From an optimization exercise on the open Yosys and OpenROAD flow, aimed at a short achievable clock period and few clock cycles; shortcuts taken in it are not production practice.
Only simulation tests tie the RTL to the original design; equivalence was not proved.
The flow treats the clock pin as an ideal source, which a real chip does not have.
Power figures rest on the tool's default switching activity, not on a simulated workload.

==> trial 8 <==
## core_top
module core_top #(
  parameter int IMEM_DEPTH = 64,
  parameter int DMEM_DEPTH = 64
) (
  input  logic                            clk_i,
  input  logic                            reset_i,
  input  logic                            start_i,
  input  logic                            imem_we_i,
  input  logic [$clog2(IMEM_DEPTH)-1:0]   imem_addr_i,
  input  logic [isa_pkg::XLEN-1:0]        imem_data_i,
  output logic                            retire_valid_o,
  output logic [4:0]                      retire_rd_o,
  output logic [isa_pkg::XLEN-1:0]        retire_data_o
);
==> flow/config.mk <==
export PLATFORM = sky130hd
export DESIGN_NAME = core_top
export DESIGN_NICKNAME = core_top
export VERILOG_FILES = /design/flow/design.v
export SDC_FILE = /design/flow/constraint.sdc
export NUM_CORES = 4
export LEC_CHECK = 0
export CAP_MARGIN = 20
export CORE_MARGIN = 2
export CORE_UTILIZATION = 35
export PLACE_DENSITY = 0.45
export SETUP_SLACK_MARGIN = 5
export SLEW_MARGIN = 20
export SYNTH_HIERARCHICAL = 1
==> flow/constraint.sdc <==
create_clock -name core_clock -period 10.0 [get_ports {clk_i}]
set_input_delay 2.0000 -clock core_clock [delete_from_list [all_inputs] [get_ports {clk_i}]]
set_output_delay 2.0000 -clock core_clock [all_outputs]
set_load 0.01 [all_outputs]
standard.sh (not shown) runs the stock make flow with config.mk's settings and CLKGATE_MAP_FILE= SYNTH_SCRIPT=/design/flow/synth_recipe.tcl, a recipe that flattens the netlist after the stock synthesis.
==> flow/flow/run.sh <==
#!/bin/bash
set -euo pipefail
bash standard.sh SETUP_SLACK_MARGIN=6.5 POST_CTS_TCL="$PWD/flow/post_cts.tcl" finish > standard_flow.log 2>&1
==> flow/flow/post_cts.tcl <==
# One more setup repair pass after CTS, with fresh placement parasitics: the
# pass inside cts.tcl leaves paths that a second look can still improve.
estimate_parasitics -placement
repair_timing_helper
set result [catch { detailed_placement } msg]
if { $result != 0 } {
  error "Detailed placement failed after the extra repair pass: $msg"
}
check_placement -verbose
estimate_parasitics -placement
report_worst_slack -max
==> build 15: changes against trial 8 <==
--- a/flow/design.v
+++ b/flow/design.v
@@ -349,15 +349,18 @@
         imem[i] <= wq_data;
         {pb[i], pp[i], pl[i], pst[i], ps[i], pi1[i], pt0[i]} <= pd_new;
       end
   end
   logic        running;
   logic        stall;       
   logic        misp;        
+  logic        misp_m;      
+  logic        m_live;      
   logic [31:0] m_alt;       
+  logic [31:0] m_alt_q;
   logic [63:0] wr;          
   logic [63:0] cons;        
   logic        spec_bad, bad_now, restart, f_ok;
   logic [5:0]  q_cnt;       
   always_comb begin
     bad_now = spec_bad || (wq_we && |(wq_oh & cons)) || (w2_we && |(w2_oh & cons));
     restart = reset_i || (start_i && !running && bad_now);
@@ -416,15 +419,15 @@
   rd_oh #(.W(32)) u_rdi0 (.sel_i (fidx),  .m_i (imem_v), .q_o (f_w0));
   rd_oh #(.W(32)) u_rdi1 (.sel_i (fidx1), .m_i (imem_v), .q_o (f_w1));
   rd_oh #(.W(4))  u_rdf  (.sel_i (fidx),  .m_i (sfl4_v), .q_o (f_fl));
   always_comb f_b0 = f_fl[0] || !f_fl[3];    
   logic [63:0] fidx_d;
   logic        fpc1_d;
   fetch_sel u_fsel (
-    .init_i (restart), .ok_i (f_ok), .misp_i (misp), .alt_i (m_alt[7:1]),
+    .init_i (restart), .ok_i (f_ok), .misp_i (misp), .alt_i (m_alt_q[7:1]),
     .stall_i (stall), .fidx_i (fidx), .fpc1_i (fpc1),
     .nidx_i (fidx_n), .npc1_i (fpc1_n),
     .fidx_o (fidx_d), .fpc1_o (fpc1_d)
   );
   always_ff @(posedge clk_i) begin
     fidx  <= fidx_d;
     fpc1  <= fpc1_d;
@@ -620,15 +623,15 @@
   end
   always_comb begin
   end
   always_ff @(posedge clk_i) begin
     if (restart)
       epc <= '0;
     else if (misp)
-      epc <= m_alt;
+      epc <= m_alt_q;
     else if (e_valid)
       epc <= e_pt ? epc_tgt : epc_seq;
   end
   always_ff @(posedge clk_i) begin
     if (restart || !e_valid || misp)
       m_valid <= 1'b0;
     else
@@ -661,53 +664,61 @@
   rd_oh #(.W(32)) u_rdm (.sel_i (m_aoh), .m_i (dmem_v), .q_o (m_load));
   logic        y_eq, y_taken;
   always_ff @(posedge clk_i) begin
     for (int i = 0; i < 64; i++)
       if (mw_en && mw_oh[i])
         dmem[i] <= mw_data;
   end
+  always_ff @(posedge clk_i) begin
+    misp    <= !restart && misp_m;
+    m_alt_q <= m_alt;
+  end
   always_comb begin
     y_ba    = m_b1_same ? m_result : m_b1_late ? w_data : m_ba;
     y_bb    = m_b2_same ? m_result : m_b2_late ? w_data : m_bb;
     y_eq    = y_ba == y_bb;
     y_taken = m_beq ? y_eq : !y_eq;
-    misp    = m_valid && m_bcond && (y_taken != m_pt);
-    mw_en   = m_valid && (m_st || m_sst);
+    m_live  = m_valid && !misp;
+    misp_m  = m_live && m_bcond && (y_taken != m_pt);
+    mw_en   = m_live && (m_st || m_sst);
     mw_addr = m_sst ? m_saddr : m_result[7:2];
     mw_oh   = m_sst ? m_soh : m_aoh;
     mw_data = m_sst ? y_bb : m_sd;
   end
   logic        m_ret;
   logic [31:0] m_data;
   always_comb begin
-    m_ret  = m_valid && m_wr;
+    m_ret  = m_live && m_wr;
     m_data = m_ld ? m_load : m_result;
   end
   logic [36:0] q_mem [32];
   logic [4:0]  q_wp, q_rp;
   logic        q_push, q_pop;
   logic port_on;
+  logic [5:0] q_cnt_on, q_cnt_off;
   always_comb begin
     port_on = running || start_i;
     q_pop   = port_on && q_cnt != 6'd0;
     q_push  = m_ret && !(port_on && q_cnt == 6'd0);
+    q_cnt_on  = q_cnt - {5'd0, q_cnt != 6'd0} + {5'd0, m_ret && q_cnt != 6'd0};
+    q_cnt_off = q_cnt + {5'd0, m_ret};
   end
   always_ff @(posedge clk_i) begin
     if (restart) begin
       q_wp  <= '0;
       q_rp  <= '0;
       q_cnt <= '0;
     end else begin
       if (q_push)
         q_wp <= q_wp + 5'd1;
       if (q_pop)
         q_rp <= q_rp + 5'd1;
-      q_cnt <= q_cnt + {5'd0, q_push} - {5'd0, q_pop};
+      q_cnt <= port_on ? q_cnt_on : q_cnt_off;
     end
-    if (q_push)
+    if (m_ret)
       q_mem[q_wp] <= {m_rd, m_data};
   end
   always_ff @(posedge clk_i) begin
     if (restart || !port_on)
       ret_valid <= 1'b0;
     else
       ret_valid <= q_cnt != 6'd0 || m_ret;
@@ -715,15 +726,15 @@
       {ret_rd, ret_data} <= q_mem[q_rp];
     else
       {ret_rd, ret_data} <= {m_rd, m_data};
   end
   always_ff @(posedge clk_i) begin
     for (int i = 1; i < 32; i++)
       w_we[i] <= !restart && m_ret && m_rd == 5'(i);
-    if (m_valid && m_wr)
+    if (m_live && m_wr)
       w_data <= m_data;
   end
   always_ff @(posedge clk_i) begin
     for (int i = 1; i < 32; i++)
       if (w_we[i])
         rf[i] <= w_data;
   end
==> flow_summary.json <==
{
  "dr.pass1.iters": 9,
  "synthSimpleGateAreaFrac_pct": 4.18,
  "nFillCells": 106000,
  "status": "timing/DRC/antenna clean",
  "crit_fanout": 6,
  "dp_cells": 41200,
  "yosysUniqueCellTypes": 130,
  "clk-power_uw": 40200,
  "dieArea_mm2": 1.19,
  "fin_crit_ps": 3960,
  "layout-drive-gt1-share_pct": 28.2,
  "instances_no_fill": 44200,
  "non_clock_buffer_area_share_pct": 5.14,
  "cp-endpoint": "fidx[31]",
  "synth_xor_area_share_pct": 0.568,
  "critPathLaunch": "m_b2_late",
  "grt_first_pass_wirelength_um": 2860000,
  "pwr-share-seq_pct": 29.5
}
[end of results for trial 8]
==> flow_summary.json <==
{
  "cp-endpoint": "d_bir[10]",
  "synth_xor_area_share_pct": 0.578,
  "instances_no_fill": 44200,
  "num_antenna_cells": 149,
  "clk-power_uw": 40300,
  "non_clock_buffer_area_share_pct": 5.05,
  "crit_fanout": 8,
  "dieArea_mm2": 1.19,
  "synthSimpleGateAreaFrac_pct": 4.18,
  "core_area_mm2": 1.18,
  "nFillCells": 106000,
  "worst_pin_slew_ps": 1300,
  "synth.area.top_cells": "edfxtp_1, mux4_2, dfxtp_1",
  "grt_first_pass_wirelength_um": 2800000,
  "fin_crit_ps": 3850,
  "status": "timing/DRC/antenna clean",
  "dp_cells": 41200,
  "layout-drive-gt1-share_pct": 27.4,
  "yosysUniqueCellTypes": 126
}
[end of results for build 15]
Testbench counts of trial 8, summed over its fixed seeds: cycles 17,624.
Testbench counts of build 15, summed over its fixed seeds: cycles 17,741.

## static timing again, ports no longer ideal
No port has a modelled driver above. Below, the same layouts with a new extraction and two added sets of constraints. Step 1: set_driving_cell puts a clkbuf_16 on clk_i and a buf_2 on each other input, an assumption about the parent block. Step 2 moves the port delays by t, midway between the first and last clock arrival at a register: inputs arrive t later, outputs are due t later. That takes back most of the time a late clock gives input paths. Slacks: ideal / step 1 / step 2; pairs: ideal / step 1.
run	shift t [ns]	slack for setup (ns)	worst slew at a driven data input, ns
trial 8	1.403	6.042 / 5.940 / 5.045	0.36
build 15	1.438	6.148 / 6.039 / 5.565	0.10
After both steps setup and hold are still met in every run listed. The setup slack of trial 8, which loses most, moves by -0.102 ns with the drivers and by -0.997 ns with both steps.
